This is an optimization exercise on Yosys and OpenROAD, whose aim is small area, not a production implementation.
Only simulation tests tie the RTL to the original design; equivalence was not proved.

## trial 14
==> module vsbc_cfg, before the edit <==
module vsbc_cfg (
  input  logic               clk_i,
  input  logic               rst_ni,
  input  logic               psel,
  input  logic               penable,
  input  logic               pwrite,
  input  logic [3:0]         paddr,
  input  logic [31:0]        pwdata,
  output logic [31:0]        prdata,
  output logic               pready,
  output logic [12:0]        limit_o,
  output logic signed [15:0] off_x_o,
  output logic signed [15:0] off_y_o,
  output logic [14:0]        mag27_o,
  output logic [14:0]        lvl_x_o,   
  output logic [14:0]        lvl_y_o
);
  localparam logic [14:0] LVL_RST = {1'b0, 14'd2458};
  logic        [12:0] limit_q;
  logic signed [15:0] offx_q, offy_q;
  logic        [14:0] mag27_q;
  logic        [14:0] lvlx_q, lvly_q, pend_q;
  logic        [13:0] zsu_q;     
  logic        [1:0]  acc_q;     
  logic        [1:0]  wrote_q;   
  logic               wr_en, setup_wr;
  logic        [12:0] lim_a, lim_b;
  logic        [15:0] off_a;
  logic        [14:0] lvl;
  assign pready   = 1'b1;
  assign wr_en    = psel & penable & pwrite;
  assign setup_wr = psel & !penable & pwrite;
  always_ff @(posedge clk_i or negedge rst_ni) begin
    if (!rst_ni) begin
      limit_q <= vsbc_pkg::SPEED_LIMIT_RST;
      offx_q  <= '0;
      offy_q  <= '0;
    end else if (wr_en) begin
      case (paddr[3:2])
        vsbc_pkg::REG_SPEED_LIMIT: limit_q <= pwdata[12:0];
        vsbc_pkg::REG_OFFSET_X:    offx_q  <= pwdata[15:0];
        vsbc_pkg::REG_OFFSET_Y:    offy_q  <= pwdata[15:0];
        default: ;
      endcase
    end
  end
  always_comb begin
    case (paddr[3:2])
      vsbc_pkg::REG_SPEED_LIMIT: prdata = {19'd0, limit_q};
      vsbc_pkg::REG_OFFSET_X:    prdata = {{16{offx_q[15]}}, offx_q};
      vsbc_pkg::REG_OFFSET_Y:    prdata = {{16{offy_q[15]}}, offy_q};
      default:                   prdata = '0;
    endcase
  end
  always_ff @(posedge clk_i or negedge rst_ni) begin
    if (!rst_ni) begin
      acc_q   <= 2'd0;
      wrote_q <= 2'd0;
    end else begin
      acc_q   <= setup_wr ? paddr[3:2] + 2'd1 : 2'd0;
      wrote_q <= wr_en ? paddr[3:2] + 2'd1 : 2'd0;
    end
  end
  always_ff @(posedge clk_i) begin
    mag27_q <= vsbc_pkg::mag27(limit_q);
  end
  always_comb begin
    if (psel && pwrite && paddr[3:2] == vsbc_pkg::REG_SPEED_LIMIT) begin
      lim_a = pwdata[12:0];
    end else begin
      lim_a = limit_q;
    end
    if (acc_q == 2'd1) begin
      off_a = offx_q;
    end else if (acc_q[1]) begin
      off_a = pwdata[15:0];
    end else begin
      off_a = offy_q;
    end
  end
  assign lim_b = (acc_q == 2'd1) ? pwdata[12:0] : limit_q;
  assign lvl   = vsbc_pkg::level_b(lim_b, zsu_q);
  always_ff @(posedge clk_i) begin
    zsu_q  <= vsbc_pkg::level_a(lim_a, off_a);
    pend_q <= lvl;
  end
  always_ff @(posedge clk_i or negedge rst_ni) begin
    if (!rst_ni) begin
      lvlx_q <= LVL_RST;
      lvly_q <= LVL_RST;
    end else begin
      if (wrote_q == 2'd1 || wrote_q == 2'd2) begin
        lvlx_q <= lvl;
      end
      if (wrote_q == 2'd1) begin
        lvly_q <= pend_q;
      end else if (wrote_q == 2'd3) begin
        lvly_q <= lvl;
      end
    end
  end
  assign limit_o = limit_q;
  assign off_x_o = offx_q;
  assign off_y_o = offy_q;
  assign mag27_o = mag27_q;
  assign lvl_x_o = lvlx_q;
  assign lvl_y_o = lvly_q;
endmodule
==> flow/config.mk <==
export PLATFORM = sky130hd
export DESIGN_NAME = velocity_step_boost_compensator_unit
export DESIGN_NICKNAME = velocity_step_boost_compensator_unit
export VERILOG_FILES = /design/flow/design.v
export SDC_FILE = /design/flow/constraint.sdc
export NUM_CORES = 4
export LEC_CHECK = 0
export ABC_AREA = 1
export CAP_MARGIN = 20
export CORE_MARGIN = 2
export CORE_UTILIZATION = 40
export SLEW_MARGIN = 20
==> flow/constraint.sdc <==
create_clock -name core_clock -period 14.0 [get_ports {clk_i}]
set_input_delay 2.8000 -clock core_clock [delete_from_list [all_inputs] [get_ports {clk_i}]]
set_output_delay 2.8000 -clock core_clock [all_outputs]
set_load 0.01 [all_outputs]
standard.sh (not shown) runs the stock make flow with config.mk's settings and CLKGATE_MAP_FILE= SYNTH_SCRIPT=/design/flow/synth_recipe.tcl, a recipe that flattens the netlist after the stock synthesis.
==> flow/flow/run.sh <==
#!/bin/bash
# The standard layout (standard.sh), with these changes:
#  - synthesis runs yosys synth with -noabc (no early abc -fast pass), maps
#    no full/half adder cells (ADDER_MAP_FILE empty, so abc maps the adders
#    with the rest of the logic) and uses an area-oriented abc script
#    (flow/abc_area.script) in place of ORFS's abc_area.script; everything
#    else in synthesis is ORFS's own scripts, copied unchanged;
#  - the port buffers are the smallest buffer cell;
#  - clock tree synthesis uses larger sink clusters, no clock buffers above
#    clkbuf_16 or below clkbuf_8, and
#    leaves out dummy loads.
set -o pipefail
here=$(pwd)
mkdir -p "$here/scripts"
cp -r "$FLOW_HOME/scripts/." "$here/scripts/"
cp "$here/flow/abc_area.script" "$here/scripts/abc_area.script"

ADDER_MAP_FILE= SYNTH_ARGS="-noabc" SCRIPTS_DIR="$here/scripts" bash standard.sh synth 2>&1 | tee synth.log || exit 1

export BUFFER_PORTS_ARGS="-buffer_cell sky130_fd_sc_hd__buf_1"
export CTS_ARGS="-sink_clustering_enable -repair_clock_nets -dont_use_dummy_load -sink_clustering_size 20 -sink_clustering_max_diameter 60 -buf_list {sky130_fd_sc_hd__clkbuf_8 sky130_fd_sc_hd__clkbuf_16}"
bash standard.sh 2>&1 | tee standard.log
==> flow/flow/abc_area.script <==
strash
&get -n
&deepsyn -T 150
&put
dch -f
amap
strash
dc2
dch -f
amap
strash
dc2
dch -f
amap
topo
Looking at the reports, trial 14 completed the entire flow and the layout it produced met the timing, design-rule and antenna checks.
diff inputs: trial 14 => trial 91
diff --git a/flow/design.v b/flow/design.v
--- a/flow/design.v
+++ b/flow/design.v
@@ -132,6 +132,7 @@
   logic signed [15:0] offx_q, offy_q;
   logic        [14:0] mag27_q;
   logic        [14:0] lvlx_q, lvly_q, pend_q;
+  logic        [12:0] wlim_q;    
   logic        [13:0] zsu_q;     
   logic        [1:0]  acc_q;     
   logic        [1:0]  wrote_q;   
@@ -190,9 +191,10 @@
       off_a = offy_q;
     end
   end
-  assign lim_b = (acc_q == 2'd1) ? pwdata[12:0] : limit_q;
+  assign lim_b = (acc_q == 2'd1) ? wlim_q : limit_q;
   assign lvl   = vsbc_pkg::level_b(lim_b, zsu_q);
   always_ff @(posedge clk_i) begin
+    wlim_q <= pwdata[12:0];
     zsu_q  <= vsbc_pkg::level_a(lim_a, off_a);
     pend_q <= lvl;
   end
Findings:
- The final cell count on trial 91 is in line with that on trial 14.
- Trial 14 → trial 91: met2 layer wire length in the routed design picked up an extra about 4.5%, final clock period utilization by the worst path picked up an extra 0.24 points, total detailed-routing wirelength picked up an extra about 3.2%, cell area after layout picked up an extra about 0.8%.

## re-timing with driven ports
In the flow no input, the clock included, has a driving cell. The finished layouts below were timed again as built, in two steps.
Step 1: set_driving_cell puts a clkbuf_16 on clk_i and a buf_2 on each other input, an assumption about the parent block.
Step 2 moves the port delays by t, midway between the first and last clock arrival at a register: inputs arrive t later, outputs are due t later. That takes back most of the time a late clock gives input paths.
Three values: ideal, step 1, step 2; two values: the first two.
| run | t (ns) | slack for setup (ns) | worst hold slack (ns) | worst data-port slew with drivers (ns) |
|---|---|---|---|---|
| trial 14 | 0.584 | 1.926 / 1.926 / 1.926 | 0.436 / 0.436 / 0.436 | 0.04 |
| trial 91 | 0.585 | 1.893 / 1.893 / 1.893 | 0.446 / 0.446 / 0.446 | 0.05 |
After both steps every run listed still meets setup and hold.
